This design comes from an exercise in tuning for a short achievable clock period and few clock cycles on the open sky130 flow, not from production work.
Only simulation tests tie the RTL to the original design; equivalence was not proved.
Power figures rest on the tool's default switching activity, not on a simulated workload.

==> flow/design.v <==
module cybercobra_mc #(
    parameter logic [31:0] RESET_PC = 32'h0000_0000,
    parameter int          SW_W     = 16
) (
    input  logic            clk_i,
    input  logic            rst_i,
    output logic            imem_req_o,
    output logic [31:0]     imem_addr_o,
    input  logic            imem_valid_i,
    input  logic [31:0]     imem_rdata_i,
    input  logic [SW_W-1:0] sw_i,
    input  logic            sw_valid_i,
    output logic            sw_ack_o,
    output logic [31:0]     out_o,
    output logic            halted_o
    ,
    output logic [31:0]     instret_o
);
    localparam logic [4:0] ALU_ADD  = 5'b00000;
    localparam logic [4:0] ALU_SLL  = 5'b00001;
    localparam logic [4:0] ALU_SLTS = 5'b00010;
    localparam logic [4:0] ALU_SLTU = 5'b00011;
    localparam logic [4:0] ALU_XOR  = 5'b00100;
    localparam logic [4:0] ALU_SRL  = 5'b00101;
    localparam logic [4:0] ALU_OR   = 5'b00110;
    localparam logic [4:0] ALU_AND  = 5'b00111;
    localparam logic [4:0] ALU_SUB  = 5'b01000;
    localparam logic [4:0] ALU_SRA  = 5'b01101;
    localparam logic [4:0] ALU_EQ   = 5'b11000;
    localparam logic [4:0] ALU_NE   = 5'b11001;
    localparam logic [4:0] ALU_LTS  = 5'b11100;
    localparam logic [4:0] ALU_GES  = 5'b11101;
    localparam logic [4:0] ALU_LTU  = 5'b11110;
    localparam logic [4:0] ALU_GEU  = 5'b11111;
    logic [31:0] rf [32];
    logic        xv_q;                  
    logic        x_j_q;                 
    logic        x_beq_q, x_bne_q, x_blt_q, x_bge_q;   
    logic        x_halt_q;              
    logic        x_sw_q;                
    logic        x_wen_q;               
    logic [4:0]  x_wa_q;
    logic        x_ws_alu_q;            
    logic        x_ws_sw_q;             
    logic [31:0] x_imm_q;               
    logic        x_add_q, x_sub_q, x_sll_q, x_srl_q, x_sra_q, x_slt_q;
    logic        x_xor_q, x_or_q, x_and_q;
    logic        x_sgn_q;               
    logic [31:0] opa_q, opb_q;          
    logic        a31c_q, b31c_q;        
    logic [31:0] seq_q;                 
    logic [31:0] tgt_q;                 
    logic        halted_q;
    logic [31:0] out_q;
    logic [31:0] instret_q;
    logic [31:0] sw_ext;
    assign sw_ext = 32'($signed(sw_i));
    logic        eq, lt;
    assign eq = (opa_q == opb_q);
    assign lt = {a31c_q, opa_q[30:0]} < {b31c_q, opb_q[30:0]};
    logic [31:0] alu_res;
    always_comb begin
        alu_res = ({32{x_add_q}} & (opa_q + opb_q))
                | ({32{x_sub_q}} & (opa_q - opb_q))
                | ({32{x_sll_q}} & (opa_q << opb_q[4:0]))
                | ({32{x_srl_q}} & (opa_q >> opb_q[4:0]))
                | ({32{x_sra_q}} & $unsigned($signed(opa_q) >>> opb_q[4:0]))
                | ({32{x_slt_q}} & {31'd0, lt})
                | ({32{x_xor_q}} & (opa_q ^ opb_q))
                | ({32{x_or_q}}  & (opa_q | opb_q))
                | ({32{x_and_q}} & (opa_q & opb_q));
    end
    logic [31:0] wr_data;
    assign wr_data = x_ws_alu_q ? alu_res : (x_ws_sw_q ? sw_ext : x_imm_q);
    logic taken;
    assign taken = x_j_q | (x_beq_q & eq) | (x_bne_q & ~eq) | (x_blt_q & lt) | (x_bge_q & ~lt);
    logic x_stall, x_done;
    assign x_stall = x_sw_q & ~sw_valid_i;
    assign x_done  = xv_q & ~x_stall;
    assign imem_addr_o = taken ? tgt_q : seq_q;
    assign imem_req_o  = ~halted_q;
    assign sw_ack_o    = x_sw_q & sw_valid_i;
    assign halted_o    = halted_q;
    assign out_o       = out_q;
    logic [31:0] fi;
    assign fi = imem_rdata_i;
    logic        f_j, f_b, f_w;
    logic [1:0]  f_ws;
    logic [4:0]  f_op, f_ra1, f_ra2, f_wa;
    logic [7:0]  f_offs;
    assign f_j    = fi[31];
    assign f_b    = fi[30] & ~fi[31];
    assign f_w    = ~fi[31] & ~fi[30];
    assign f_ws   = fi[29:28];
    assign f_op   = fi[27:23];
    assign f_ra1  = fi[22:18];
    assign f_ra2  = fi[17:13];
    assign f_offs = fi[12:5];
    assign f_wa   = fi[4:0];
    logic [31:0] rd1, rd2;
    always_comb begin
        if (x_wen_q && x_wa_q == f_ra1) rd1 = wr_data;
        else if (f_ra1 == 5'd0)         rd1 = 32'd0;
        else                            rd1 = rf[f_ra1];
        if (x_wen_q && x_wa_q == f_ra2) rd2 = wr_data;
        else if (f_ra2 == 5'd0)         rd2 = 32'd0;
        else                            rd2 = rf[f_ra2];
    end
    logic f_sgn;
    assign f_sgn = (f_op == ALU_SLTS) || (f_op == ALU_LTS) || (f_op == ALU_GES);
    logic [31:0] offs_ext;
    assign offs_ext = {{22{f_offs[7]}}, f_offs, 2'b00};
    logic [31:0] fpc_seq, fpc_tgt;
    assign fpc_seq = taken ? (tgt_q + 32'd4) : (seq_q + 32'd4);
    assign fpc_tgt = taken ? (tgt_q + offs_ext) : (seq_q + offs_ext);
    logic accept;
    assign accept = ~halted_q & ~x_stall & ~(xv_q & x_halt_q) & imem_valid_i;
    always_ff @(posedge clk_i) begin
        if (rst_i) begin
            xv_q     <= 1'b0;
            x_j_q    <= 1'b0;
            x_beq_q  <= 1'b0;
            x_bne_q  <= 1'b0;
            x_blt_q  <= 1'b0;
            x_bge_q  <= 1'b0;
            x_halt_q <= 1'b0;
            x_sw_q   <= 1'b0;
            x_wen_q  <= 1'b0;
            seq_q    <= RESET_PC;
            halted_q <= 1'b0;
            out_q    <= 32'd0;
            instret_q <= 32'd0;
        end else begin
            if (x_done) begin
                out_q     <= opa_q;
                instret_q <= instret_q + 32'd1;
                if (x_halt_q) halted_q <= 1'b1;
            end
            if (!x_stall) begin
                xv_q     <= accept;
                x_j_q    <= accept & f_j;
                x_beq_q  <= accept & f_b & (f_op == ALU_EQ);
                x_bne_q  <= accept & f_b & (f_op == ALU_NE);
                x_blt_q  <= accept & f_b & ((f_op == ALU_LTS) || (f_op == ALU_LTU));
                x_bge_q  <= accept & f_b & ((f_op == ALU_GES) || (f_op == ALU_GEU));
                x_halt_q <= accept & f_j & (f_offs == 8'd0);
                x_sw_q   <= accept & f_w & (f_ws == 2'b10);
                x_wen_q  <= accept & f_w & (f_wa != 5'd0);
                seq_q    <= accept ? fpc_seq : imem_addr_o;
            end
        end
    end
    always_ff @(posedge clk_i) begin
        if (accept) begin
            x_wa_q     <= f_wa;
            x_ws_alu_q <= f_ws == 2'b01;
            x_ws_sw_q  <= f_ws == 2'b10;
            x_imm_q    <= (f_ws == 2'b00) ? {{9{fi[27]}}, fi[27:5]} : 32'd0;
            x_add_q    <= f_op == ALU_ADD;
            x_sub_q    <= f_op == ALU_SUB;
            x_sll_q    <= f_op == ALU_SLL;
            x_srl_q    <= f_op == ALU_SRL;
            x_sra_q    <= f_op == ALU_SRA;
            x_slt_q    <= (f_op == ALU_SLTS) || (f_op == ALU_SLTU);
            x_xor_q    <= f_op == ALU_XOR;
            x_or_q     <= f_op == ALU_OR;
            x_and_q    <= f_op == ALU_AND;
            x_sgn_q    <= f_sgn;
            opa_q      <= rd1;
            opb_q      <= rd2;
            a31c_q     <= rd1[31] ^ f_sgn;
            b31c_q     <= rd2[31] ^ f_sgn;
            tgt_q      <= fpc_tgt;
        end
    end
    always_ff @(posedge clk_i) begin
        if (x_done && x_wen_q) begin
            rf[x_wa_q] <= wr_data;
        end
    end
    assign instret_o = instret_q;
endmodule
==> flow/run.sh <==
#!/bin/bash
# synth_recipe.tcl (not shown) runs the flow's synth.tcl, then flattens the netlist and writes it again
# the make line also repeats each setting of config.mk as NAME=value (left out here)
make -C /OpenROAD-flow-scripts/flow DESIGN_CONFIG=/design/flow/config.mk WORK_HOME=/design/flow/orfs CLKGATE_MAP_FILE= SYNTH_SCRIPT=/design/flow/synth_recipe.tcl finish
==> flow/config.mk <==
export PLATFORM = sky130hd
export DESIGN_NAME = cybercobra_mc
export DESIGN_NICKNAME = cybercobra_mc
export VERILOG_FILES = /design/flow/design.v
export SDC_FILE = /design/flow/constraint.sdc
export NUM_CORES = 4
export LEC_CHECK = 0
export CAP_MARGIN = 20
export CORE_MARGIN = 2
export CORE_UTILIZATION = 40
export SLEW_MARGIN = 20
==> flow/constraint.sdc <==
create_clock -name core_clock -period 10.0 [get_ports {clk_i}]
set_input_delay 2.0000 -clock core_clock [delete_from_list [all_inputs] [get_ports {clk_i}]]
set_output_delay 2.0000 -clock core_clock [all_outputs]
set_load 0.01 [all_outputs]
==> results.json, run 1 <==
{
  "grt_max_degree": 110,
  "post_cts_buffers": 0,
  "dp_hpwl_um": 152000,
  "critPathRequiredTime_ps": 8000,
  "power.density_mw_per_mm2": 176,
  "crit_arrival_ps": 6220,
  "tns_ps": 0,
  "finalCriticalPeriod_ps": 8220,
  "cts_root_buf": "clkbuf_16",
  "critical-path-max-stage-delay_ps": 650,
  "first_pass_iters": 11,
  "track_usage_pct": 26.9,
  "synth_edf_count": 1161,
  "drc": 0,
  "first_iter_violations": 6177,
  "drv_slew": 0,
  "cts-buffers-inserted": 143,
  "cp-start-kind": "register",
  "netlist_instances": 5296,
  "p_leak_nw": 26.6,
  "yosys-top-cells-area": "edfxtp_1 (51%), mux4_2 (12%), mux2i_1 (6.0%)",
  "ctsResizeCount": 0,
  "drt_wl_total_um": 240000,
  "maxSlewHeadroom_pct": 22.9,
  "synth_fp_nets": 5480,
  "grt-ovfl-total": 0,
  "timing.critical_path.cells": "buf_4 -> ha_1 -> inv_1 -> fa_1 -> nor3b_1 -> o31ai_4 -> a2111oi_4 -> o311ai_2 -> nand2_1 -> a221o_2 -> mux2_4 -> buf_4 -> mux2_2 -> clkdlybuf4s50_1",
  "core_area_mm2": 0.171,
  "cpMostUsedCell": "buf_4",
  "hold_class": "reg2reg",
  "initial_core_util_pct": 40.2,
  "synth_top_cell_by_area": "edfxtp_1",
  "rows": 152,
  "synth_common_cells": "edfxtp_1 (1161), mux2i_1 (411), nor2_1 (378)",
  "cts.clk_slew.worst_paths_ps": 60,
  "postRouteAntennaNets": 0,
  "io_buffer_count": 150,
  "clock-sinks": 1267,
  "rsz0062_at_grt": "false",
  "first_global_vias": 48100,
  "async_flop_share_pct": 0,
  "clock.fmax_mhz": 122,
  "vias": 49800,
  "hold_violations": 0,
  "tightestPinTransition_ps": 1160,
  "yosys_warnings": 1,
  "clock_skew_ps": 49.9,
  "cts_tree": "done",
  "crit_path_max_fanout": 40,
  "end_kind": "primary output",
  "ys_seq_elements": 1267,
  "period_share_pct": 82.2,
  "fp.dieH_um": 419,
  "crit_type": "reg2out",
  "wl_per_cell_um": 30.8,
  "io_pins": 151,
  "max_cap_violations": 0,
  "yosysSeqAreaShare_pct": 53.7,
  "h-tree-depth": 4,
  "final_nets": 5536,
  "clock_path_buffers": 3,
  "antenna_found_initial": 17,
  "synth_ff_type": "edfxtp_1",
  "clock_latency_ps": 800,
  "ys_types": 94,
  "synth.most_common_cell": "edfxtp_1",
  "cp_slowest_cell": "mux2_4",
  "syn_area_per_cell_um2": 13.0,
  "routed_via_density": 6.40,
  "cts_hold_buf": 0,
  "setup_viol_count_final": 0,
  "drive_gt1_share_pct": 17.5,
  "die_area_mm2": 0.176,
  "syn_area_mm2": 0.0689,
  "peakVddDrop_mv": 0.157,
  "syn_to_final_growth_pct": 13.4,
  "fin_util_pct": 45.6,
  "die_x_um": 419,
  "grt_pass1_wl_um": 344000,
  "routabilityCongestion": 0.952,
  "synth_top_area_share_pct": 50.6,
  "status": "no timing/DRC/antenna violations"
}
==> cell usage in the layout (no fill, tap or decap), drive strengths merged, types with 25 or more instances in the layout <==
master         synthesis  final
a211oi                46     46
a21o                  29     29
a21oi                317    317
a221oi               134    134
a22oi                126    126
and2                  40     40
and3                  25     25
buf                  129    151
clkbuf               250    179
clkdlybuf4s50          0    139
clkinv                 4     67
dfxtp                106    106
edfxtp              1161   1161
ha                   129    129
inv                  119    125
mux2                 162    162
mux2i                412    412
mux4                 353    353
nand2                295    295
nand2b                28     28
nand3                 61     61
nand4                 28     28
nor2                 378    378
nor2b                 35     35
nor3                  49     49
o211ai                84     84
o21ai                374    374
o22ai                 37     37
xnor2                 55     55
xor2                  56     56
==> per-layer routing <==
layer | up-vias | global-route usage, % | wire length, um
li1 | 21100 | - | -
met3 | 594 | 5.55 | 21900
met1 | 25300 | 35.1 | 93700
met5 | - | 0 | 126
met2 | 2727 | 43.5 | 113000
met4 | 20 | 11.2 | 11000
==> final timing paths <==
| path | depth (start not counted) | slack [ps] | start | to |
|---|---|---|---|---|
| min reg2reg | 2 | 460 | out_q[7] | out_q[7] |
| max | 14 | 1780 | opb_q[0] | imem_addr_o[16] |
| max reg2reg | 23 | 2100 | opb_q[0] | tgt_q[31] |
| min | 2 | 460 | out_q[7] | out_q[7] |
==> kinds of logic (layout without fill, tap and decap cells) <==
| kind of cell | after synthesis | count (layout) | synth area share, % |
|---|---|---|---|
| simple gates | 1006 | 1006 | 6.62 |
| buf+inv | 502 | 677 | 2.90 |
| fa+ha+maj | 132 | 132 | 2.43 |
| compound gates | 1351 | 1351 | 12.7 |
| other cells | 0 | 4 | 0 |
| flops | 1267 | 1267 | 53.7 |
| mux | 927 | 927 | 20.2 |
| xor+xnor | 111 | 111 | 1.41 |
==> flip-flops by register name (all words and copies together) (netlist names), 5 cells and up <==
signal and cells:
rf 1024, opa_q 32, opb_q 32, out_q 32, tgt_q 32, instret_q 32
x_imm_q 23, seq_q 32, x_wa_q 5
==> cell type report <==
type	count	area, um2
diodes	4	10.0
clock buffers	179	3860
clock inverters	85	846
fillers	15200	93300
inverters	123	467
multi-input cells	3527	30300
flip-flops and latches	1267	37000
well taps	2310	2890
repair buffers	290	2780
==> metrics by stage <==
stage | power (W) | worst slack, ps | cells | area (um2) | hold slack (ps)
2_1_floorplan | 0.00765 | 2490 | 5296 | 68900 | 424
3_3_place_gp | 0.00847 | 2180 | 7510 | 73200 | 443
3_5_place_dp | 0.00847 | 2260 | 7516 | 73300 | 445
4_1_cts | 0.0137 | 1760 | 7780 | 78100 | 457
5_1_grt | 0.0141 | 1500 | 7782 | 78100 | 473
6_report | 0.0137 | 1780 | 7785 | 78100 | 455
==> critical path: cells and delay by family (launching register included) <==
| family | cells | cell delay (ps) |
|---|---|---|
| and+or+nand+nor | 2 | 380 |
| muxes | 2 | 1070 |
| buffers and inverters | 4 | 1490 |
| adders and majority gates | 2 | 660 |
| DFF | 1 | 320 |
| AOI/OAI and AO/OA | 4 | 1450 |
==> power breakdown <==
part | switching, W | internal (W)
clock network | 0.00227 | 0.00303
logic | 0.00149 | 0.000807
registers | 0.000105 | 0.00602
total | 0.00387 | 0.00985
Testbench counts, summed over its fixed seeds: cycles 80,032.
==> run 2, diff against run 1 <==
--- a/flow/design.v
+++ b/flow/design.v
@@ -34,8 +34,8 @@
     localparam logic [4:0] ALU_GEU  = 5'b11111;
     logic [31:0] rf [32];
     logic        xv_q;                  
-    logic        x_j_q;                 
-    logic        x_beq_q, x_bne_q, x_blt_q, x_bge_q;   
+    logic        taken_q;               
+    logic        x_lt_q;                
     logic        x_halt_q;              
     logic        x_sw_q;                
     logic        x_wen_q;               
@@ -45,9 +45,7 @@
     logic [31:0] x_imm_q;               
     logic        x_add_q, x_sub_q, x_sll_q, x_srl_q, x_sra_q, x_slt_q;
     logic        x_xor_q, x_or_q, x_and_q;
-    logic        x_sgn_q;               
     logic [31:0] opa_q, opb_q;          
-    logic        a31c_q, b31c_q;        
     logic [31:0] seq_q;                 
     logic [31:0] tgt_q;                 
     logic        halted_q;
@@ -55,9 +53,6 @@
     logic [31:0] instret_q;
     logic [31:0] sw_ext;
     assign sw_ext = 32'($signed(sw_i));
-    logic        eq, lt;
-    assign eq = (opa_q == opb_q);
-    assign lt = {a31c_q, opa_q[30:0]} < {b31c_q, opb_q[30:0]};
     logic [31:0] alu_res;
     always_comb begin
         alu_res = ({32{x_add_q}} & (opa_q + opb_q))
@@ -65,19 +60,17 @@
                 | ({32{x_sll_q}} & (opa_q << opb_q[4:0]))
                 | ({32{x_srl_q}} & (opa_q >> opb_q[4:0]))
                 | ({32{x_sra_q}} & $unsigned($signed(opa_q) >>> opb_q[4:0]))
-                | ({32{x_slt_q}} & {31'd0, lt})
+                | ({32{x_slt_q}} & {31'd0, x_lt_q})
                 | ({32{x_xor_q}} & (opa_q ^ opb_q))
                 | ({32{x_or_q}}  & (opa_q | opb_q))
                 | ({32{x_and_q}} & (opa_q & opb_q));
     end
     logic [31:0] wr_data;
     assign wr_data = x_ws_alu_q ? alu_res : (x_ws_sw_q ? sw_ext : x_imm_q);
-    logic taken;
-    assign taken = x_j_q | (x_beq_q & eq) | (x_bne_q & ~eq) | (x_blt_q & lt) | (x_bge_q & ~lt);
     logic x_stall, x_done;
     assign x_stall = x_sw_q & ~sw_valid_i;
     assign x_done  = xv_q & ~x_stall;
-    assign imem_addr_o = taken ? tgt_q : seq_q;
+    assign imem_addr_o = taken_q ? tgt_q : seq_q;
     assign imem_req_o  = ~halted_q;
     assign sw_ack_o    = x_sw_q & sw_valid_i;
     assign halted_o    = halted_q;
@@ -108,21 +101,25 @@
     end
     logic f_sgn;
     assign f_sgn = (f_op == ALU_SLTS) || (f_op == ALU_LTS) || (f_op == ALU_GES);
+    logic f_eq, f_lt, f_taken;
+    assign f_eq = (rd1 == rd2);
+    assign f_lt = {rd1[31] ^ f_sgn, rd1[30:0]} < {rd2[31] ^ f_sgn, rd2[30:0]};
+    assign f_taken = f_j
+                   | (f_b & (f_op == ALU_EQ) & f_eq)
+                   | (f_b & (f_op == ALU_NE) & ~f_eq)
+                   | (f_b & ((f_op == ALU_LTS) || (f_op == ALU_LTU)) & f_lt)
+                   | (f_b & ((f_op == ALU_GES) || (f_op == ALU_GEU)) & ~f_lt);
     logic [31:0] offs_ext;
     assign offs_ext = {{22{f_offs[7]}}, f_offs, 2'b00};
     logic [31:0] fpc_seq, fpc_tgt;
-    assign fpc_seq = taken ? (tgt_q + 32'd4) : (seq_q + 32'd4);
-    assign fpc_tgt = taken ? (tgt_q + offs_ext) : (seq_q + offs_ext);
+    assign fpc_seq = imem_addr_o + 32'd4;
+    assign fpc_tgt = imem_addr_o + offs_ext;
     logic accept;
     assign accept = ~halted_q & ~x_stall & ~(xv_q & x_halt_q) & imem_valid_i;
     always_ff @(posedge clk_i) begin
         if (rst_i) begin
             xv_q     <= 1'b0;
-            x_j_q    <= 1'b0;
-            x_beq_q  <= 1'b0;
-            x_bne_q  <= 1'b0;
-            x_blt_q  <= 1'b0;
-            x_bge_q  <= 1'b0;
+            taken_q  <= 1'b0;
             x_halt_q <= 1'b0;
             x_sw_q   <= 1'b0;
             x_wen_q  <= 1'b0;
@@ -138,11 +135,7 @@
             end
             if (!x_stall) begin
                 xv_q     <= accept;
-                x_j_q    <= accept & f_j;
-                x_beq_q  <= accept & f_b & (f_op == ALU_EQ);
-                x_bne_q  <= accept & f_b & (f_op == ALU_NE);
-                x_blt_q  <= accept & f_b & ((f_op == ALU_LTS) || (f_op == ALU_LTU));
-                x_bge_q  <= accept & f_b & ((f_op == ALU_GES) || (f_op == ALU_GEU));
+                taken_q  <= accept & f_taken;
                 x_halt_q <= accept & f_j & (f_offs == 8'd0);
                 x_sw_q   <= accept & f_w & (f_ws == 2'b10);
                 x_wen_q  <= accept & f_w & (f_wa != 5'd0);
@@ -165,11 +158,9 @@
             x_xor_q    <= f_op == ALU_XOR;
             x_or_q     <= f_op == ALU_OR;
             x_and_q    <= f_op == ALU_AND;
-            x_sgn_q    <= f_sgn;
+            x_lt_q     <= f_lt;
             opa_q      <= rd1;
             opb_q      <= rd2;
-            a31c_q     <= rd1[31] ^ f_sgn;
-            b31c_q     <= rd2[31] ^ f_sgn;
             tgt_q      <= fpc_tgt;
         end
     end
--- a/flow/config.mk
+++ b/flow/config.mk
@@ -5,7 +5,9 @@
 export SDC_FILE = /design/flow/constraint.sdc
 export NUM_CORES = 4
 export LEC_CHECK = 0
+export ABC_CLOCK_PERIOD_IN_PS = 3000
 export CAP_MARGIN = 20
 export CORE_MARGIN = 2
 export CORE_UTILIZATION = 40
+export SETUP_SLACK_MARGIN = 5
 export SLEW_MARGIN = 20
==> run 2 against run 1 <==
  * Still clean on timing, DRC and antenna
  * Fmax is 39% higher
  * Flip-flop and latch count is 5 lower
  * Clock skew is 14 ps higher
  * Sequential power is 1% lower
  * Critical endpoint is now taken_q
  * Largest cell class unchanged
==> results.json, run 2 <==
{
  "status": "no timing/DRC/antenna violations",
  "most-common-layout-cells": "edfxtp_1 (1160), mux2i_1 (488), nor2_1 (342)",
  "tightestPinTransition_ps": 1150,
  "syn_area_mm2": 0.0687,
  "core_area_mm2": 0.171,
  "synth_common_cells": "edfxtp_1 (1160), mux2i_1 (489), nor2_1 (386)",
  "dp_hpwl_um": 160000,
  "crit_start": "imem_rdata_i[21]",
  "synth_fp_nets": 5515,
  "antenna_found_initial": 18,
  "io_buffer_count": 150,
  "crit_path_max_fanout": 27,
  "yosys_warnings": 1,
  "syn_to_final_growth_pct": 17.9,
  "crit_buf_inv": 4,
  "peakVddDrop_mv": 0.191,
  "end_kind": "register",
  "ys_types": 96,
  "yosys-top-cells-area": "edfxtp_1 (51%), mux4_2 (10%), mux2i_1 (7.1%)",
  "finalCriticalPeriod_ps": 5900,
  "swShare_pct": 28.8,
  "largest_reg_flops": 1024,
  "critPathRequiredTime_ps": 10670,
  "regToRegSetupSlack_ps": 4210,
  "synth-xor-area-share_pct": 1.52,
  "r2r_start": "opb_q[3]",
  "rows": 152,
  "timing.critical_path.cells": "buf_4 -> inv_4 -> buf_6 -> a221oi_1 -> nor2_1 -> o211ai_1 -> o21ai_0 -> o22ai_1 -> ha_1 -> nand4_1 -> buf_4 -> nor4_1 -> nand4_1 -> nor4_2 -> a211oi_1 -> a211oi_1 -> a31oi_1",
  "rsz0062_at_grt": "true",
  "first_pass_iters": 6,
  "io_pins": 151,
  "power.internal_w": 0.00985,
  "yosysSeqAreaShare_pct": 53.7,
  "routed_via_density": 6.57,
  "clock-sinks": 1262,
  "power.density_mw_per_mm2": 171,
  "synth_top_area_share_pct": 50.7,
  "setup_viol_count_final": 0,
  "cp_top_family": "compound AO/OA/AOI/OAI gates",
  "fin_ws_ps": 4100,
  "grt_pass1_wl_um": 364000,
  "cts.clk_slew.worst_paths_ps": 60,
  "drive_gt1_share_pct": 20.6,
  "drv_slew": 0,
  "final_common_cell": "edfxtp_1",
  "first_iter_violations": 6785,
  "syn_area_per_cell_um2": 13.0,
  "drt_wl_total_um": 261000,
  "vias": 51900,
  "synth_ff_type": "edfxtp_1",
  "initial_core_util_pct": 40.1,
  "postRouteAntennaNets": 0,
  "p_seq_share_pct": 43.7,
  "p_sw_w": 0.00398,
  "synthMuxAreaShare_pct": 18.8,
  "clock.fmax_mhz": 169,
  "clock_path_buffers": 3,
  "synth_adder_area_share_pct": 2.97,
  "crit_type": "in2reg",
  "path_depth": 17,
  "hold_class": "reg2reg",
  "synth-compound-area-share_pct": 13.4,
  "synthSimpleGateAreaFrac_pct": 6.43,
  "hold_violations": 0,
  "cp_slowest_cell": "o22ai_1",
  "h-tree-depth": 4,
  "async_flop_share_pct": 0,
  "r2r-end": "taken_q",
  "clock_latency_ps": 840,
  "final_nets": 5754,
  "synth_top_family_by_area": "multiplexers",
  "cts_root_buf": "clkbuf_16",
  "crit_arrival_ps": 6570,
  "cts-buffers-inserted": 142,
  "drc": 0,
  "p_leak_nw": 28.2,
  "fp.dieH_um": 418,
  "cp-start-kind": "input pin",
  "first_global_vias": 49800,
  "clkPwrFrac_pct": 37.5,
  "cts_hold_buf": 0,
  "pwr-share-comb_pct": 18.8,
  "period_share_pct": 59.0,
  "netlist_instances": 5302,
  "clock_skew_ps": 64.0,
  "pre_cts_slack_ps": 2520,
  "max_cap_violations": 0,
  "die_area_mm2": 0.175,
  "track_usage_pct": 28.9,
  "ys_seq_elements": 1262,
  "synth_edf_count": 1160,
  "tns_ps": 0,
  "synth_top_cell_by_area": "edfxtp_1",
  "grt-ovfl-total": 0,
  "routabilityCongestion": 0.994,
  "cts_tree": "done",
  "crit_path_end": "taken_q",
  "die_x_um": 418,
  "critical-path-max-stage-delay_ps": 490,
  "wl_per_cell_um": 33.0,
  "power.total_w": 0.0138,
  "fill_cells": 14900,
  "synth.most_common_cell": "edfxtp_1",
  "reg2reg_depth": 24,
  "grt_max_degree": 127,
  "regMostFlops": "rf",
  "maxSlewHeadroom_pct": 23.3
}
[run 2: per-stage QoR]
| stage | instances | hold WS [ps] | cell area (um2) | util (%) |
|---|---|---|---|---|
| 2_1_floorplan | 5302 | 427 | 69100 | - |
| 3_3_place_gp | 7449 | 434 | 73100 | 42.7 |
| 5_1_grt | 7890 | 473 | 81000 | 47.3 |
| 3_5_place_dp | 7456 | 445 | 73200 | 42.8 |
| 6_report | 7893 | 449 | 81000 | 47.3 |
| 4_1_cts | 7839 | 455 | 79900 | 46.7 |
[run 2: routing by layer]
layer / global-route usage [%] / wire [um] / vias up
met2: 46.0 / 120000 / 3302
met3: 6.15 / 25800 / 769
li1: - / - / 21600
met5: 0 / 88 / -
met4: 15.9 / 17200 / 14
met1: 36.7 / 97300 / 26200
[run 2: power by group through the flow]
stage	sequential (W)	combinational, W	clock, W
2_1_floorplan	0.00614	0.00146	0
3_3_place_gp	0.00618	0.00221	0
3_5_place_dp	0.00618	0.00222	0
4_1_cts	0.00605	0.00243	0.00524
5_1_grt	0.00605	0.00273	0.00543
6_report	0.00605	0.00260	0.00518
[run 2: final cells by class]
cell class                      instances  area [um2]  area share [%]
Timing Repair inverter                  1        5.00         0.00618
Timing Repair Buffer                  472        5160            6.37
Multi-Input combinational cell       3496       31000            38.2
Clock inverter                         82         813            1.00
Clock buffer                          174        3720            4.60
Tap cell                             2233        2790            3.45
Sequential cell                      1262       36900            45.5
Inverter                              166         646           0.797
Antenna cell                            7        17.5          0.0216
[run 2: kinds of logic (layout without fill, tap and decap cells)]
| group | count (synthesis) | count (layout) |
|---|---|---|
| XOR/XNOR | 119 | 119 |
| flip-flops | 1262 | 1262 |
| other | 0 | 7 |
| adder cells (fa/ha/maj) | 161 | 161 |
| buffers and inverters | 549 | 895 |
| AND/OR/NAND/NOR | 972 | 977 |
| multiplexers | 889 | 889 |
| AO/OA/AOI/OAI | 1350 | 1350 |
[run 2: worst min-delay path by stage]
stage,from,endpoint,cells past startpoint
finish,out_q[21],out_q[21],2
global route,seq_q[16],seq_q[16],2
CTS,out_q[21],out_q[21],2
detailed placement,seq_q[8],seq_q[8],2
global placement,seq_q[5],seq_q[5],2
floorplan,seq_q[18],seq_q[18],2
[run 2: worst min-delay path, cell delays in order (launching register included)]
cell	delay (ps)
dfxtp_1	300
nand2_1	50
a21oi_1	50
[run 2: what timing repair did]
action	in CTS	in global routing
resized for setup	179	120
gates cloned	17	10
pin swaps	59	45
setup endpoints to repair	674	99
setup buffers	110	37
Testbench counts of run 2, summed over its fixed seeds: cycles 80,032.
==> run 3, diff against run 2 <==
--- a/flow/config.mk
+++ b/flow/config.mk
@@ -5,7 +5,6 @@
 export SDC_FILE = /design/flow/constraint.sdc
 export NUM_CORES = 4
 export LEC_CHECK = 0
-export ABC_CLOCK_PERIOD_IN_PS = 3000
 export CAP_MARGIN = 20
 export CORE_MARGIN = 2
 export CORE_UTILIZATION = 40
==> run 3 against run 2 <==
  * Clock power hardly changed
  * Worst hold slack stayed put
  * Combinational power barely moved
  * Largest cell class unchanged
  * Sequential power about the same
  * Wire length unchanged
  * Die area is the same
==> results.json, run 3 <==
{
  "dp_hpwl_um": 160000,
  "maxSlewHeadroom_pct": 23.3,
  "p_leak_nw": 28.2,
  "regToRegSetupSlack_ps": 4210,
  "syn_to_final_growth_pct": 17.9,
  "final_common_cell": "edfxtp_1",
  "crit_arrival_ps": 6570,
  "yosys-top-cells-area": "edfxtp_1 (51%), mux4_2 (10%), mux2i_1 (7.1%)",
  "vias": 51900,
  "yosysSeqAreaShare_pct": 53.7,
  "first_global_vias": 49800,
  "hold_class": "reg2reg",
  "cts_root_buf": "clkbuf_16",
  "drv_slew": 0,
  "period_share_pct": 59.0,
  "routabilityCongestion": 0.994,
  "syn_area_per_cell_um2": 13.0,
  "io_buffer_count": 150,
  "cts-buffers-inserted": 142,
  "clock_latency_ps": 840,
  "track_usage_pct": 28.9,
  "synth.most_common_cell": "edfxtp_1",
  "largest_reg_flops": 1024,
  "final_nets": 5754,
  "hold_violations": 0,
  "drive_gt1_share_pct": 20.6,
  "power.density_mw_per_mm2": 171,
  "grt_pass1_wl_um": 364000,
  "place_area_mm2": 0.0732,
  "peakVddDrop_mv": 0.191,
  "clock_skew_ps": 64.0,
  "h-tree-depth": 4,
  "ys_seq_elements": 1262,
  "tns_ps": 0,
  "status": "no timing/DRC/antenna violations",
  "first_iter_violations": 6785,
  "cts_tree": "done",
  "clock.fmax_mhz": 169,
  "synth_common_cells": "edfxtp_1 (1160), mux2i_1 (489), nor2_1 (386)",
  "postRouteAntennaNets": 0,
  "crit_path_max_fanout": 27,
  "wl_per_cell_um": 33.0,
  "antenna_found_initial": 18,
  "clock_path_buffers": 3,
  "initial_core_util_pct": 40.1,
  "yosys_warnings": 1,
  "grt_max_degree": 127,
  "end_kind": "register",
  "max_cap_violations": 0,
  "core_area_mm2": 0.171,
  "syn_area_mm2": 0.0687,
  "routed_via_density": 6.57,
  "drt_wl_total_um": 261000,
  "crit_type": "in2reg",
  "synth_top_area_share_pct": 50.7,
  "grt-ovfl-total": 0,
  "first_pass_iters": 6,
  "synth_ff_type": "edfxtp_1",
  "synth_fp_nets": 5515,
  "critPathRequiredTime_ps": 10670,
  "ys_types": 96,
  "clock-sinks": 1262,
  "finalCriticalPeriod_ps": 5900,
  "drc": 0,
  "synth_top_cell_by_area": "edfxtp_1",
  "design_area_mm2": 0.0810,
  "rows": 152,
  "cts.clk_slew.worst_paths_ps": 60,
  "regMostFlops": "rf",
  "rsz0062_at_grt": "true",
  "setup_viol_count_final": 0,
  "netlist_instances": 5302,
  "fp.dieH_um": 418,
  "most-common-layout-cells": "edfxtp_1 (1160), mux2i_1 (488), nor2_1 (342)",
  "die_x_um": 418,
  "tightestPinTransition_ps": 1150,
  "io_pins": 151,
  "cp-start-kind": "input pin",
  "async_flop_share_pct": 0,
  "synth_edf_count": 1160,
  "die_area_mm2": 0.175
}
==> run 3: cell counts after synthesis <==
No cell type changed its count.
==> run 3: routing by layer <==
layer	wire (um)	vias to the layer above	GRT usage, %
met5	88	-	0
met4	17200	14	15.9
met3	25800	769	6.15
met2	120000	3302	46.0
met1	97300	26200	36.7
li1	-	21600	-
==> run 3: final timing paths <==
path,end,depth (start not counted),startpoint
worst min-delay path,out_q[21],2,out_q[21]
worst max-delay path,taken_q,17,imem_rdata_i[21]
worst min register to register,out_q[21],2,out_q[21]
worst max register to register,taken_q,24,opb_q[3]
==> run 3: cell families (layout without fill, tap and decap cells) <==
| group | Yosys count | in the layout | share of synthesized area, % |
|---|---|---|---|
| other | 0 | 7 | 0 |
| DFF | 1262 | 1262 | 53.7 |
| xor gates and xnor gates | 119 | 119 | 1.52 |
| AOI/OAI and AO/OA | 1350 | 1350 | 13.4 |
| adders and majority gates | 161 | 161 | 2.97 |
| and+or+nand+nor | 972 | 977 | 6.43 |
| buffers and inverters | 549 | 895 | 3.22 |
| muxes | 889 | 889 | 18.8 |
==> run 3: power by group <==
part | switching [W] | leakage (nW) | internal [W] | total [W]
clock | 0.00227 | 2.21 | 0.00291 | 0.00518
combinational | 0.00164 | 14.6 | 0.000961 | 0.00260
sequential | 0.0000691 | 11.3 | 0.00598 | 0.00605
==> run 3: worst max-delay path, cell delays in order <==
cell	delay, ps
buf_4	280
inv_4	260
buf_6	320
a221oi_1	420
nor2_1	90
o211ai_1	260
o21ai_0	240
o22ai_1	490
ha_1	230
nand4_1	330
buf_4	270
nor4_1	340
nand4_1	190
nor4_2	320
a211oi_1	140
a211oi_1	230
a31oi_1	110
==> run 3: per-stage QoR <==
step	utilization (%)	hold WS, ps	total power (W)	setup slack [ps]	instances
global route	47.3	473	0.0142	4130	7890
CTS	46.7	455	0.0137	4300	7839
global placement	42.7	434	0.00839	2070	7449
detailed placement	42.8	445	0.00841	2520	7456
finish	47.3	449	0.0138	4100	7893
floorplan	-	427	0.00760	4220	5302
==> run 3: cell type report <==
class	count	area, um2
fillers	14900	90200
flip-flops and latches	1262	36900
multi-input cells	3496	31000
repair buffers	472	5160
clock buffers	174	3720
well taps	2233	2790
clock inverters	82	813
inverters	166	646
diodes	7	17.5
repair inverters	1	5.00
==> run 3: repair_timing <==
| action | in CTS | in global routing |
|---|---|---|
| endpoints found under the hold margin | 0 | 0 |
| endpoints found under the setup margin | 674 | 99 |
| pin swaps | 59 | 45 |
| setup buffers | 110 | 37 |
| resized for setup | 179 | 120 |
| hold buffers | 0 | 0 |
| cloned | 17 | 10 |
==> run 4, diff against run 3 <==
--- a/flow/design.v
+++ b/flow/design.v
@@ -32,7 +32,35 @@
     localparam logic [4:0] ALU_GES  = 5'b11101;
     localparam logic [4:0] ALU_LTU  = 5'b11110;
     localparam logic [4:0] ALU_GEU  = 5'b11111;
-    logic [31:0] rf [32];
+    function automatic logic [31:0] add32(input logic [31:0] a, input logic [31:0] b,
+                                          input logic cin);
+        logic [31:0] g, p, gg, pp;
+        g = a & b;
+        p = a ^ b;
+        gg = g;
+        pp = p;
+        gg[0] = g[0] | (p[0] & cin);
+        for (int d = 1; d < 32; d = d * 2) begin
+            for (int i = 31; i >= d; i--) begin
+                gg[i] = gg[i] | (pp[i] & gg[i-d]);
+                pp[i] = pp[i] & pp[i-d];
+            end
+        end
+        add32 = p ^ {gg[30:0], cin};
+    endfunction
+    function automatic logic less32(input logic [31:0] a, input logic [31:0] b);
+        logic [31:0] g, e;
+        g = ~a & b;
+        e = ~(a ^ b);
+        for (int s = 1; s < 32; s = s * 2) begin
+            for (int i = 0; i < 32; i = i + 2 * s) begin
+                g[i] = g[i+s] | (e[i+s] & g[i]);
+                e[i] = e[i+s] & e[i];
+            end
+        end
+        less32 = g[0];
+    endfunction
+    logic [31:0] rf [1:31];
     logic        xv_q;                  
     logic        taken_q;               
     logic        x_lt_q;                
@@ -51,12 +79,15 @@
     logic        halted_q;
     logic [31:0] out_q;
     logic [31:0] instret_q;
+    logic        wb_en_q;               
+    logic [4:0]  wb_wa_q;
+    logic [31:0] wb_data_q;
     logic [31:0] sw_ext;
     assign sw_ext = 32'($signed(sw_i));
     logic [31:0] alu_res;
     always_comb begin
-        alu_res = ({32{x_add_q}} & (opa_q + opb_q))
-                | ({32{x_sub_q}} & (opa_q - opb_q))
+        alu_res = ({32{x_add_q}} & add32(opa_q, opb_q, 1'b0))
+                | ({32{x_sub_q}} & add32(opa_q, ~opb_q, 1'b1))
                 | ({32{x_sll_q}} & (opa_q << opb_q[4:0]))
                 | ({32{x_srl_q}} & (opa_q >> opb_q[4:0]))
                 | ({32{x_sra_q}} & $unsigned($signed(opa_q) >>> opb_q[4:0]))
@@ -90,20 +121,27 @@
     assign f_ra2  = fi[17:13];
     assign f_offs = fi[12:5];
     assign f_wa   = fi[4:0];
-    logic [31:0] rd1, rd2;
+    logic [31:0] rf_now [1:31];
+    logic [31:0] rf1, rf2, rd1, rd2;
+    logic        fwd1, fwd2;
     always_comb begin
-        if (x_wen_q && x_wa_q == f_ra1) rd1 = wr_data;
-        else if (f_ra1 == 5'd0)         rd1 = 32'd0;
-        else                            rd1 = rf[f_ra1];
-        if (x_wen_q && x_wa_q == f_ra2) rd2 = wr_data;
-        else if (f_ra2 == 5'd0)         rd2 = 32'd0;
-        else                            rd2 = rf[f_ra2];
-    end
+        rf1 = 32'd0;
+        rf2 = 32'd0;
+        for (int i = 1; i < 32; i++) begin
+            rf_now[i] = (wb_en_q && wb_wa_q == 5'(i)) ? wb_data_q : rf[i];
+            rf1 = rf1 | ({32{f_ra1 == 5'(i)}} & rf_now[i]);
+            rf2 = rf2 | ({32{f_ra2 == 5'(i)}} & rf_now[i]);
+        end
+    end
+    assign fwd1 = x_wen_q && (x_wa_q == f_ra1);
+    assign fwd2 = x_wen_q && (x_wa_q == f_ra2);
+    assign rd1  = fwd1 ? wr_data : rf1;
+    assign rd2  = fwd2 ? wr_data : rf2;
     logic f_sgn;
     assign f_sgn = (f_op == ALU_SLTS) || (f_op == ALU_LTS) || (f_op == ALU_GES);
     logic f_eq, f_lt, f_taken;
-    assign f_eq = (rd1 == rd2);
-    assign f_lt = {rd1[31] ^ f_sgn, rd1[30:0]} < {rd2[31] ^ f_sgn, rd2[30:0]};
+    assign f_eq = ~|(rd1 ^ rd2);
+    assign f_lt = less32({rd1[31] ^ f_sgn, rd1[30:0]}, {rd2[31] ^ f_sgn, rd2[30:0]});
     assign f_taken = f_j
                    | (f_b & (f_op == ALU_EQ) & f_eq)
                    | (f_b & (f_op == ALU_NE) & ~f_eq)
@@ -112,8 +150,8 @@
     logic [31:0] offs_ext;
     assign offs_ext = {{22{f_offs[7]}}, f_offs, 2'b00};
     logic [31:0] fpc_seq, fpc_tgt;
-    assign fpc_seq = imem_addr_o + 32'd4;
-    assign fpc_tgt = imem_addr_o + offs_ext;
+    assign fpc_seq = add32(imem_addr_o, 32'd4, 1'b0);
+    assign fpc_tgt = add32(imem_addr_o, offs_ext, 1'b0);
     logic accept;
     assign accept = ~halted_q & ~x_stall & ~(xv_q & x_halt_q) & imem_valid_i;
     always_ff @(posedge clk_i) begin
@@ -127,7 +165,9 @@
             halted_q <= 1'b0;
             out_q    <= 32'd0;
             instret_q <= 32'd0;
+            wb_en_q   <= 1'b0;
         end else begin
+            wb_en_q <= x_done & x_wen_q;
             if (x_done) begin
                 out_q     <= opa_q;
                 instret_q <= instret_q + 32'd1;
@@ -165,8 +205,12 @@
         end
     end
     always_ff @(posedge clk_i) begin
-        if (x_done && x_wen_q) begin
-            rf[x_wa_q] <= wr_data;
+        wb_wa_q   <= x_wa_q;
+        wb_data_q <= wr_data;
+    end
+    always_ff @(posedge clk_i) begin
+        for (int i = 1; i < 32; i++) begin
+            if (wb_en_q && wb_wa_q == 5'(i)) rf[i] <= wb_data_q;
         end
     end
     assign instret_o = instret_q;
==> run 4 against run 3 <==
  * Still clean on timing, DRC and antenna
  * Worst hold slack got worse by 2.4 ps
  * Wire length rose by 47%
  * Clock power is 5.2% higher
  * Fmax up 5.9%
  * Critical path type unchanged
==> results.json, run 4 <==
{
  "status": "no timing/DRC/antenna violations",
  "clock_path_buffers": 3,
  "io_pins": 151,
  "initial_core_util_pct": 40.2,
  "ys_types": 102,
  "cts_tree": "done",
  "track_usage_pct": 42.7,
  "synth_top_cell_by_area": "dfxtp_1",
  "max_cap_violations": 0,
  "synth_top_area_share_pct": 33.8,
  "die_x_um": 413,
  "grt_max_degree": 72,
  "pre_cts_slack_ps": 2110,
  "power.density_mw_per_mm2": 150,
  "setup_viol_count_final": 0,
  "vias": 68600,
  "postRouteAntennaNets": 0,
  "cp-start-kind": "input pin",
  "ys_seq_elements": 1268,
  "clock.fmax_mhz": 180,
  "yosys-top-cells-area": "dfxtp_1 (34%), mux2i_1 (15%), o22ai_1 (9.3%)",
  "first_global_vias": 62500,
  "io_buffer_count": 150,
  "crit_type": "in2reg",
  "fill_cells": 15800,
  "dp_hpwl_um": 245000,
  "period_share_pct": 55.7,
  "regToRegSetupSlack_ps": 4480,
  "tns_ps": 0,
  "peakVddDrop_mv": 0.178,
  "power.total_w": 0.0123,
  "yosys_warnings": 3,
  "cts.clk_slew.worst_paths_ps": 60,
  "finalCriticalPeriod_ps": 5570,
  "synth.most_common_cell": "dfxtp_1",
  "die_area_mm2": 0.171,
  "drv_slew": 0,
  "cts-buffers-inserted": 145,
  "fin_ws_ps": 4430,
  "most-common-layout-cells": "dfxtp_1 (1120), inv_1 (1097), mux2i_1 (1021)",
  "rows": 150,
  "regArea_mm2": 0.0268,
  "clock_latency_ps": 840,
  "antenna_found_initial": 29,
  "syn_area_mm2": 0.0670,
  "final_nets": 8262,
  "wl_per_cell_um": 36.8,
  "multi_input_area_mm2": 0.0368,
  "async_flop_share_pct": 0,
  "drive_gt1_share_pct": 15.2,
  "first_iter_violations": 12000,
  "grt_pass1_wl_um": 510000,
  "clock_skew_ps": 38.3,
  "critPathRequiredTime_ps": 10720,
  "tightestPinTransition_ps": 1220,
  "first_pass_iters": 8,
  "core_area_mm2": 0.167,
  "syn_to_final_growth_pct": 22.8,
  "synth_edf_count": 136,
  "clock-sinks": 1268,
  "synth_common_cells": "dfxtp_1 (1132), inv_1 (1115), mux2i_1 (1029)",
  "fin_util_pct": 49.3,
  "cts_hold_buf": 0,
  "netlist_instances": 7792,
  "rsz0062_at_grt": "true",
  "end_kind": "register",
  "hold_class": "reg2reg",
  "largest_reg_flops": 992,
  "drc": 0,
  "grt-ovfl-total": 0,
  "synth_fp_nets": 8006,
  "yosysSeqAreaShare_pct": 39.9,
  "regMostFlops": "rf",
  "routed_via_density": 6.61,
  "syn_area_per_cell_um2": 8.60,
  "crit_path_max_fanout": 21,
  "crit_arrival_ps": 6290,
  "maxSlewHeadroom_pct": 18.7,
  "p_leak_nw": 40.4,
  "hold_violations": 0,
  "synth_ff_type": "dfxtp_1",
  "h-tree-depth": 4,
  "hold_ws_ps": 447,
  "fp.dieH_um": 413,
  "final_common_cell": "dfxtp_1",
  "cts_root_buf": "clkbuf_16",
  "routabilityCongestion": 1.05,
  "drt_wl_total_um": 382000
}
[run 4: worst paths after layout]
check	from	to	cells after the start
worst max register to register	wb_wa_q[0]	taken_q	20
worst min register to register	seq_q[7]	seq_q[7]	2
worst max-delay path	imem_rdata_i[18]	taken_q	22
worst min-delay path	seq_q[7]	seq_q[7]	2
[run 4: layout make-up]
type                       instances  share of cell area [%]
inverter                        1124                    5.18
tap                             2204                    3.35
timing repair inverter             1                 0.00608
multi-input combinational       4841                    44.7
antenna                           19                  0.0578
timing repair buffer             667                    8.36
sequential                      1268                    32.5
clock inverter                    52                   0.684
clock buffer                     210                    5.10
[run 4: timing repair]
action                     CTS  global route
hold endpoints to repair     0             0
setup buffers              166            93
gates cloned                11             5
gates resized for setup    514           208
setup endpoints to repair  113             7
pin swaps                   78            83
[run 4: cell families (layout without fill, tap and decap cells)]
kind of cell / count (synthesis) / count (layout) / share of synthesized area, %
buffers and inverters: 1689 / 2054 / 9.60
adders and majority gates: 162 / 162 / 3.06
AOI/OAI and AO/OA: 1840 / 1840 / 17.4
other: 0 / 19 / 0
and+or+nand+nor: 1614 / 1620 / 11.2
xor gates and xnor gates: 110 / 110 / 1.44
muxes: 1109 / 1109 / 17.4
DFF: 1268 / 1268 / 39.9
[run 4: stage by stage]
step / instances / area [um2]
finish: 10400 / 82300
global route: 10400 / 82200
CTS: 10300 / 80400
detailed placement: 9830 / 71600
global placement: 9830 / 71600
floorplan: 7792 / 67200
[run 4: critical path, cell delays in order]
cell and delay (ps):
buf_2 260, nor2_4 140, buf_4 190, nand2_4 290, buf_12 310, o22ai_1 100, or3b_2 440, or4_1 460
o22ai_2 220, ha_2 220, a21o_1 100, a21o_1 130, a21oi_2 60, o21a_1 230, buf_4 150, a21oi_2 120
o21ai_2 80, a21oi_2 200, xnor2_1 140, o21ai_1 80, a32oi_1 180, nand3_1 100
[run 4: power breakdown]
part | total, W | switching (W) | internal [W]
Combinational | 0.00152 | 0.00101 | 0.000507
Sequential | 0.00536 | 0.000107 | 0.00526
Clock | 0.00545 | 0.00232 | 0.00313
[run 4: per-layer routing]
| metal | routed length [um] | global-route usage [%] |
|---|---|---|
| met5 | 259 | 0.0848 |
| met4 | 30000 | 27.0 |
| met3 | 56700 | 17.1 |
| met2 | 149000 | 58.4 |
| met1 | 147000 | 55.4 |
Testbench counts of run 4, summed over its fixed seeds: cycles 80,032.
==> run 5, diff against run 4 <==
==> flow/flow/run.sh (new file) <==
#!/bin/bash
set -euo pipefail
bash standard.sh SETUP_SLACK_MARGIN=5.8 finish > standard_flow.log 2>&1
==> flow/standard.sh (new file) <==
#!/bin/bash
# synth_recipe.tcl (not shown) runs the flow's synth.tcl, then flattens the netlist and writes it again
# the make line also repeats each setting of config.mk as NAME=value (left out here)
make -C /OpenROAD-flow-scripts/flow DESIGN_CONFIG=/design/flow/config.mk WORK_HOME=/design/flow/orfs CLKGATE_MAP_FILE= SYNTH_SCRIPT=/design/flow/synth_recipe.tcl "${@:-finish}"
removed: flow/run.sh
==> run 5 against run 4 <==
  * Register-to-register slack got worse by 240 ps
  * Non-clock buffer count fell by 15
  * Fmax down 4.7%
  * Clock skew rose by 6.6 ps
  * Largest power group unchanged
  * Sequential share of layout area fell by 0.065 points
==> results.json, run 5 <==
{
  "status": "no timing/DRC/antenna violations",
  "yosys-top-cells-area": "dfxtp_1 (34%), mux2i_1 (15%), o22ai_1 (9.3%)",
  "peakVddDrop_mv": 0.139,
  "yosysSeqAreaShare_pct": 39.9,
  "maxSlewHeadroom_pct": 15.6,
  "drive_gt1_share_pct": 15.5,
  "power.total_w": 0.0124,
  "finalCriticalPeriod_ps": 5850,
  "grt-ovfl-total": 0,
  "tns_ps": 0,
  "tightestPinTransition_ps": 1260,
  "yosys_warnings": 3,
  "synth-xor-area-share_pct": 1.44,
  "io_pins": 151,
  "initial_core_util_pct": 40.2,
  "rows": 150,
  "drt_wl_total_um": 378000,
  "grt_pass1_wl_um": 507000,
  "core_area_mm2": 0.167,
  "synth_ff_type": "dfxtp_1",
  "ys_seq_elements": 1268,
  "fp.dieH_um": 413,
  "routabilityCongestion": 1.05,
  "async_flop_share_pct": 0,
  "cts_root_buf": "clkbuf_16",
  "drc": 0,
  "wl_per_cell_um": 36.4,
  "synth_top_cell_by_area": "dfxtp_1",
  "final_common_cell": "dfxtp_1",
  "first_global_vias": 63300,
  "die_x_um": 413,
  "cts_tree": "done",
  "synthSimpleGateAreaFrac_pct": 11.2,
  "cp-start-kind": "input pin",
  "most-common-layout-cells": "dfxtp_1 (1114), inv_1 (1098), mux2i_1 (1010)",
  "hold_class": "reg2reg",
  "clock_skew_ps": 44.9,
  "critPathRequiredTime_ps": 10760,
  "largest_reg_flops": 992,
  "cts.clk_slew.worst_paths_ps": 60,
  "period_share_pct": 58.5,
  "synth_edf_count": 136,
  "netlist_instances": 7792,
  "synth_adder_area_share_pct": 3.06,
  "synth_fp_nets": 8006,
  "synth-compound-area-share_pct": 17.4,
  "first_iter_violations": 11500,
  "hold_violations": 0,
  "clock.fmax_mhz": 171,
  "routed_via_density": 6.64,
  "end_kind": "register",
  "ys_types": 102,
  "io_buffer_count": 150,
  "p_leak_nw": 41.0,
  "syn_area_mm2": 0.0670,
  "crit_arrival_ps": 6610,
  "max_cap_violations": 0,
  "first_pass_iters": 13,
  "setup_viol_count_final": 0,
  "track_usage_pct": 42.3,
  "power.density_mw_per_mm2": 151,
  "regMostFlops": "rf",
  "clock-sinks": 1268,
  "synth.most_common_cell": "dfxtp_1",
  "dp_hpwl_um": 234000,
  "syn_area_per_cell_um2": 8.60,
  "antenna_found_initial": 34,
  "h-tree-depth": 4,
  "synth_common_cells": "dfxtp_1 (1132), inv_1 (1115), mux2i_1 (1029)",
  "final_nets": 8243,
  "clock_latency_ps": 850,
  "drv_slew": 0,
  "syn_to_final_growth_pct": 23.0,
  "crit_type": "in2reg",
  "rsz0062_at_grt": "true",
  "grt_max_degree": 76,
  "synthMuxAreaShare_pct": 17.4,
  "crit_path_max_fanout": 20,
  "postRouteAntennaNets": 0,
  "vias": 68800,
  "fill_cells": 15600,
  "synth_top_family_by_area": "compound AO/OA/AOI/OAI gates",
  "synth_top_area_share_pct": 33.8,
  "cts-buffers-inserted": 143,
  "clock_path_buffers": 3,
  "die_area_mm2": 0.171
}
## run 5: logic make-up after synthesis
| kind of cell | after synthesis |
|---|---|
| compound gates | 1840 |
| buf+inv | 1689 |
| simple gates | 1614 |
| flops | 1268 |
| mux | 1109 |
| fa+ha+maj | 162 |
| xor+xnor | 110 |
## run 5: final cells by class
cell class / instances / area [um2] / area share [%]
well taps: 2204 / 2760 / 3.34
inverters: 1124 / 4260 / 5.16
multi-input cells: 4840 / 36800 / 44.7
flip-flops and latches: 1268 / 26800 / 32.5
clock buffers: 201 / 4140 / 5.02
clock inverters: 59 / 741 / 0.898
diodes: 17 / 42.5 / 0.0516
repair buffers: 652 / 6920 / 8.40
## run 5: what timing repair did
| action | 4_1_cts | 5_1_grt |
|---|---|---|
| gates cloned | 16 | 3 |
| resized for setup | 579 | 167 |
| buffers inserted | 192 | 65 |
| setup endpoints to repair | 215 | 68 |
| hold buffers | 0 | 0 |
| pin swaps | 87 | 45 |
## run 5: worst paths after layout
check | start | to | slack, ps | cells after the start
setup / recovery | imem_rdata_i[14] | taken_q | 4150 | 17
hold reg to reg | seq_q[29] | seq_q[29] | 450 | 2
hold / removal | seq_q[29] | seq_q[29] | 450 | 2
setup reg to reg | opb_q[1] | taken_q | 4240 | 24
## run 5: through the flow
step	instance area (um2)	worst slack [ps]	hold WS, ps	instances	util (%)
after CTS	81100	4480	451	10300	48.6
after detailed placement	71500	2090	442	9812	42.8
after global routing	82400	4310	473	10400	49.4
after global placement	71500	2100	436	9812	42.8
final	82400	4150	449	10400	49.4
after floorplan	67200	3930	408	7792	-
## run 5: critical path: stages
cell and delay, ps:
clkdlybuf4s15_2 330, nor2b_4 240, buf_4 170, nand2_8 200, buf_12 320, o22ai_1 170, nor4_2 360, nand3_1 150
nor2_1 240, a21oi_1 150, ha_2 510, nand4_1 200, or2_2 390, nor3_1 270, nand3_2 200, or4b_1 490
nand3_1 100
## run 5: report_power, final
group | total (W) | switching, W | internal (W)
logic | 0.00148 | 0.000972 | 0.000504
registers | 0.00540 | 0.000146 | 0.00526
clock network | 0.00556 | 0.00234 | 0.00322
total | 0.0124 | 0.00345 | 0.00898
## run 5: routing by layer
metal	global-route usage, %	share of wire (%)
met2	56.9	38
met4	29.0	8.8
met3	19.7	16
met1	53.1	37
met5	0.424	0.077
==> run 6, diff against run 5 <==
--- a/flow/design.v
+++ b/flow/design.v
@@ -62,8 +62,10 @@
     endfunction
     logic [31:0] rf [1:31];
     logic        xv_q;                  
-    logic        taken_q;               
-    logic        x_lt_q;                
+    logic        x_j_q;                 
+    logic        x_beq_q, x_bne_q, x_blt_q, x_bge_q;   
+    logic        x_pred_q;              
+    logic        x_sgn_q;               
     logic        x_halt_q;              
     logic        x_sw_q;                
     logic        x_wen_q;               
@@ -76,6 +78,7 @@
     logic [31:0] opa_q, opb_q;          
     logic [31:0] seq_q;                 
     logic [31:0] tgt_q;                 
+    logic [31:0] fa_q;                  
     logic        halted_q;
     logic [31:0] out_q;
     logic [31:0] instret_q;
@@ -84,6 +87,11 @@
     logic [31:0] wb_data_q;
     logic [31:0] sw_ext;
     assign sw_ext = 32'($signed(sw_i));
+    logic eq, lt, taken, redirect;
+    assign eq = ~|(opa_q ^ opb_q);
+    assign lt = less32({opa_q[31] ^ x_sgn_q, opa_q[30:0]}, {opb_q[31] ^ x_sgn_q, opb_q[30:0]});
+    assign taken = x_j_q | (x_beq_q & eq) | (x_bne_q & ~eq) | (x_blt_q & lt) | (x_bge_q & ~lt);
+    assign redirect = xv_q & (taken ^ x_pred_q);
     logic [31:0] alu_res;
     always_comb begin
         alu_res = ({32{x_add_q}} & add32(opa_q, opb_q, 1'b0))
@@ -91,7 +99,7 @@
                 | ({32{x_sll_q}} & (opa_q << opb_q[4:0]))
                 | ({32{x_srl_q}} & (opa_q >> opb_q[4:0]))
                 | ({32{x_sra_q}} & $unsigned($signed(opa_q) >>> opb_q[4:0]))
-                | ({32{x_slt_q}} & {31'd0, x_lt_q})
+                | ({32{x_slt_q}} & {31'd0, lt})
                 | ({32{x_xor_q}} & (opa_q ^ opb_q))
                 | ({32{x_or_q}}  & (opa_q | opb_q))
                 | ({32{x_and_q}} & (opa_q & opb_q));
@@ -101,7 +109,7 @@
     logic x_stall, x_done;
     assign x_stall = x_sw_q & ~sw_valid_i;
     assign x_done  = xv_q & ~x_stall;
-    assign imem_addr_o = taken_q ? tgt_q : seq_q;
+    assign imem_addr_o = fa_q;
     assign imem_req_o  = ~halted_q;
     assign sw_ack_o    = x_sw_q & sw_valid_i;
     assign halted_o    = halted_q;
@@ -139,29 +147,40 @@
     assign rd2  = fwd2 ? wr_data : rf2;
     logic f_sgn;
     assign f_sgn = (f_op == ALU_SLTS) || (f_op == ALU_LTS) || (f_op == ALU_GES);
-    logic f_eq, f_lt, f_taken;
-    assign f_eq = ~|(rd1 ^ rd2);
-    assign f_lt = less32({rd1[31] ^ f_sgn, rd1[30:0]}, {rd2[31] ^ f_sgn, rd2[30:0]});
-    assign f_taken = f_j
-                   | (f_b & (f_op == ALU_EQ) & f_eq)
-                   | (f_b & (f_op == ALU_NE) & ~f_eq)
-                   | (f_b & ((f_op == ALU_LTS) || (f_op == ALU_LTU)) & f_lt)
-                   | (f_b & ((f_op == ALU_GES) || (f_op == ALU_GEU)) & ~f_lt);
+    logic f_pred;
+    assign f_pred = f_j | (f_b & f_offs[7]);
     logic [31:0] offs_ext;
     assign offs_ext = {{22{f_offs[7]}}, f_offs, 2'b00};
     logic [31:0] fpc_seq, fpc_tgt;
-    assign fpc_seq = add32(imem_addr_o, 32'd4, 1'b0);
-    assign fpc_tgt = add32(imem_addr_o, offs_ext, 1'b0);
+    logic [31:0] fa_hi_inc, fa_hi_dec, fa_lo_sum;
+    assign fpc_seq   = add32(fa_q, 32'd4, 1'b0);
+    assign fa_hi_inc = add32({10'd0, fa_q[31:10]}, 32'd1, 1'b0);
+    assign fa_hi_dec = add32({10'd0, fa_q[31:10]}, 32'hFFFF_FFFF, 1'b0);
+    assign fa_lo_sum = add32({24'd0, fa_q[9:2]}, {24'd0, f_offs}, 1'b0);
+    always_comb begin
+        fpc_tgt[1:0] = fa_q[1:0];
+        fpc_tgt[9:2] = fa_lo_sum[7:0];
+        case ({f_offs[7], fa_lo_sum[8]})
+            2'b01:   fpc_tgt[31:10] = fa_hi_inc[21:0];
+            2'b10:   fpc_tgt[31:10] = fa_hi_dec[21:0];
+            default: fpc_tgt[31:10] = fa_q[31:10];
+        endcase
+    end
     logic accept;
-    assign accept = ~halted_q & ~x_stall & ~(xv_q & x_halt_q) & imem_valid_i;
+    assign accept = ~halted_q & ~x_stall & ~redirect & ~(xv_q & x_halt_q) & imem_valid_i;
     always_ff @(posedge clk_i) begin
         if (rst_i) begin
             xv_q     <= 1'b0;
-            taken_q  <= 1'b0;
+            x_j_q    <= 1'b0;
+            x_beq_q  <= 1'b0;
+            x_bne_q  <= 1'b0;
+            x_blt_q  <= 1'b0;
+            x_bge_q  <= 1'b0;
+            x_pred_q <= 1'b0;
             x_halt_q <= 1'b0;
             x_sw_q   <= 1'b0;
             x_wen_q  <= 1'b0;
-            seq_q    <= RESET_PC;
+            fa_q     <= RESET_PC;
             halted_q <= 1'b0;
             out_q    <= 32'd0;
             instret_q <= 32'd0;
@@ -175,16 +194,22 @@
             end
             if (!x_stall) begin
                 xv_q     <= accept;
-                taken_q  <= accept & f_taken;
+                x_j_q    <= accept & f_j;
+                x_beq_q  <= accept & f_b & (f_op == ALU_EQ);
+                x_bne_q  <= accept & f_b & (f_op == ALU_NE);
+                x_blt_q  <= accept & f_b & ((f_op == ALU_LTS) || (f_op == ALU_LTU));
+                x_bge_q  <= accept & f_b & ((f_op == ALU_GES) || (f_op == ALU_GEU));
+                x_pred_q <= accept & f_pred;
                 x_halt_q <= accept & f_j & (f_offs == 8'd0);
                 x_sw_q   <= accept & f_w & (f_ws == 2'b10);
                 x_wen_q  <= accept & f_w & (f_wa != 5'd0);
-                seq_q    <= accept ? fpc_seq : imem_addr_o;
-            end
-        end
-    end
-    always_ff @(posedge clk_i) begin
-        if (accept) begin
+            end
+            if (redirect)    fa_q <= taken ? tgt_q : seq_q;
+            else if (accept) fa_q <= f_pred ? fpc_tgt : fpc_seq;
+        end
+    end
+    always_ff @(posedge clk_i) begin
+        if (!x_stall) begin
             x_wa_q     <= f_wa;
             x_ws_alu_q <= f_ws == 2'b01;
             x_ws_sw_q  <= f_ws == 2'b10;
@@ -198,9 +223,10 @@
             x_xor_q    <= f_op == ALU_XOR;
             x_or_q     <= f_op == ALU_OR;
             x_and_q    <= f_op == ALU_AND;
-            x_lt_q     <= f_lt;
+            x_sgn_q    <= f_sgn;
             opa_q      <= rd1;
             opb_q      <= rd2;
+            seq_q      <= fpc_seq;
             tgt_q      <= fpc_tgt;
         end
     end
==> run 6 against run 5 <==
  * Via count is 2.4% lower
  * Worst setup slack better by 1400 ps
  * Cell count is 2.0% lower
  * Clock power is 2% higher
  * Global-route usage is 5.1 points lower
  * Non-clock buffer count is 228 lower
  * Critical endpoint is now opb_q[23]
  * Largest cell class unchanged
  * Highest routed layer unchanged
==> results.json, run 6 <==
{
  "tightestPinTransition_ps": 1210,
  "drive_gt1_share_pct": 11.8,
  "clock-sinks": 1303,
  "largest_reg_flops": 992,
  "cts_hold_buf": 0,
  "period_share_pct": 44.1,
  "cts-buffers-inserted": 144,
  "cts_root_buf": "clkbuf_16",
  "r2r_start": "opb_q[1]",
  "syn_area_per_cell_um2": 8.70,
  "crit_arrival_ps": 4910,
  "most-common-layout-cells": "inv_1 (1132), dfxtp_1 (1128), mux2i_1 (1044)",
  "finalCriticalPeriod_ps": 4410,
  "power.density_mw_per_mm2": 153,
  "postRouteAntennaNets": 0,
  "grt_max_degree": 73,
  "vias": 67200,
  "rsz0062_at_grt": "true",
  "synth.most_common_cell": "inv_1",
  "reg2reg_depth": 12,
  "max_cap_violations": 0,
  "die_x_um": 417,
  "dp_hpwl_um": 199000,
  "cts_tree": "done",
  "end_kind": "register",
  "crit_start": "imem_rdata_i[15]",
  "p_leak_nw": 39.8,
  "synthSimpleGateAreaFrac_pct": 11.2,
  "final_cells": 10200,
  "ys_types": 85,
  "crit_type": "in2reg",
  "wl_per_cell_um": 33.5,
  "antenna_found_initial": 11,
  "grt-ovfl-total": 0,
  "clock_skew_ps": 55.3,
  "pre_cts_slack_ps": 3570,
  "regToRegSetupSlack_ps": 5690,
  "power.total_w": 0.0122,
  "yosysSeqAreaShare_pct": 40.6,
  "synth_top_area_share_pct": 33.3,
  "cp-start-kind": "input pin",
  "grt_pass1_wl_um": 467000,
  "routed_via_density": 6.61,
  "initial_core_util_pct": 40.3,
  "clock_path_buffers": 3,
  "final_nets": 8013,
  "fp.dieH_um": 417,
  "regArea_mm2": 0.0278,
  "r2r-end": "wb_data_q[25]",
  "synth_ff_type": "dfxtp_1",
  "netlist_instances": 7851,
  "yosys-top-cells-area": "dfxtp_1 (33%), mux2i_1 (15%), o22ai_1 (8.8%)",
  "synth_top_family_by_area": "multiplexers",
  "first_iter_violations": 12700,
  "regMostFlops": "rf",
  "final_common_cell": "inv_1",
  "status": "no timing/DRC/antenna violations",
  "synth-xor-area-share_pct": 1.12,
  "fill_cells": 16100,
  "rows": 151,
  "synth_fp_nets": 8046,
  "drt_wl_total_um": 340000,
  "clock_latency_ps": 830,
  "io_buffer_count": 150,
  "first_global_vias": 62300,
  "synth_common_cells": "inv_1 (1143), dfxtp_1 (1137), mux2i_1 (1046)",
  "drv_slew": 0,
  "place_inst": 9765,
  "hold_class": "reg2reg",
  "synth_edf_count": 166,
  "ys_seq_elements": 1303,
  "drc": 0,
  "die_area_mm2": 0.174,
  "crit_path_end": "opb_q[23]",
  "crit_path_max_fanout": 33,
  "cts.clk_slew.worst_paths_ps": 60,
  "yosys_warnings": 3,
  "setup_viol_count_final": 0,
  "hold_violations": 0,
  "core_area_mm2": 0.169,
  "io_pins": 151,
  "critPathRequiredTime_ps": 10500,
  "synth_top_cell_by_area": "dfxtp_1",
  "tns_ps": 0,
  "fin_ws_ps": 5590,
  "syn_area_mm2": 0.0683,
  "first_pass_iters": 13,
  "hold_ws_ps": 453,
  "h-tree-depth": 4,
  "synth_adder_area_share_pct": 2.66,
  "peakVddDrop_mv": 0.172,
  "clock.fmax_mhz": 227,
  "track_usage_pct": 37.2,
  "routabilityCongestion": 1.00,
  "multi_input_area_mm2": 0.0359,
  "synth-compound-area-share_pct": 17.0,
  "syn_to_final_growth_pct": 17.2,
  "maxSlewHeadroom_pct": 19.3,
  "async_flop_share_pct": 0,
  "synthMuxAreaShare_pct": 17.6
}
==> run 6: cell types whose count changed in the layout (fill, tap and decap cells not counted), moves of 33 or more <==
cell | before | now
buf_4 | 352 | 182
nor2_1 | 622 | 539
nor4_1 | 58 | 121
nor3_1 | 50 | 91
buf_12 | 65 | 27
inv_1 | 1098 | 1132
mux2i_1 | 1010 | 1044
dlymetal6s2s_1 | 34 | 1
nand2_8 | 45 | 12
==> run 6: kinds of logic (layout without fill, tap and decap cells) <==
family | count (synthesis) | in the layout
compound gates | 1806 | 1808
buf+inv | 1756 | 1839
simple gates | 1625 | 1625
flops | 1303 | 1303
mux | 1131 | 1134
fa+ha+maj | 143 | 143
xor+xnor | 87 | 87
other cells | 0 | 4
==> run 6: worst max-delay path: stages <==
cell	delay [ps]
clkdlybuf4s15_2	560
nor3_2	220
nand2_2	130
buf_6	550
o21ai_0	190
nor4_1	370
nand3_1	120
o21ai_1	560
nor2_1	160
==> run 6: layout make-up <==
class	instances	share of cell area (%)
clock inverter	57	1.00
timing repair buffer	424	5.33
sequential	1303	34.7
multi-input combinational	4797	44.8
clock buffer	210	5.31
tap	2218	3.47
inverter	1148	5.42
antenna	4	0.0125
==> run 6: per-stage QoR <==
step,utilization (%),instance area [um2]
floorplan,-,68500
global placement,42.5,72000
detailed placement,42.5,72000
CTS,46.7,79100
global route,47.2,80000
finish,47.2,80000
==> run 6: worst min path at each step <==
stage / from / end / slack [ps] / cells past startpoint
final: out_q[23] / out_q[23] / 450 / 2
after global routing: out_q[6] / out_q[6] / 470 / 2
after CTS: out_q[6] / out_q[6] / 460 / 2
after detailed placement: out_q[6] / out_q[6] / 450 / 2
after global placement: x_beq_q / x_beq_q / 430 / 2
after floorplan: x_wa_q[0] / wb_wa_q[0] / 410 / 0
==> run 6: timing repair <==
item,in CTS,in global routing
cloned,4,3
setup buffers,85,33
gates resized for setup,323,134
setup endpoints to repair,204,94
pin swaps,56,56
==> run 6: per-layer routing <==
metal | vias to the layer above | share of wire [%] | track usage, %
li1 | 27700 | - | -
met1 | 31900 | 37 | 47.4
met2 | 5819 | 39 | 51.5
met3 | 1723 | 16 | 15.3
met4 | 20 | 8.2 | 23.8
met5 | - | 0.083 | 0.528
==> run 6: power breakdown <==
group / internal [W] / switching (W)
Combinational: 0.000342 / 0.000630
Clock: 0.00330 / 0.00238
Sequential: 0.00539 / 0.000179
Total: 0.00903 / 0.00319
Testbench counts of run 6, summed over its fixed seeds: cycles 83,557.

Setup slack of run 6, layout unchanged: 5.591 ns with ideal ports, 5.617 ns with driving cells assumed (clock clkbuf_16, inputs buf_2), 4.733 ns with port delays also shifted by the 0.885 ns mid clock arrival.
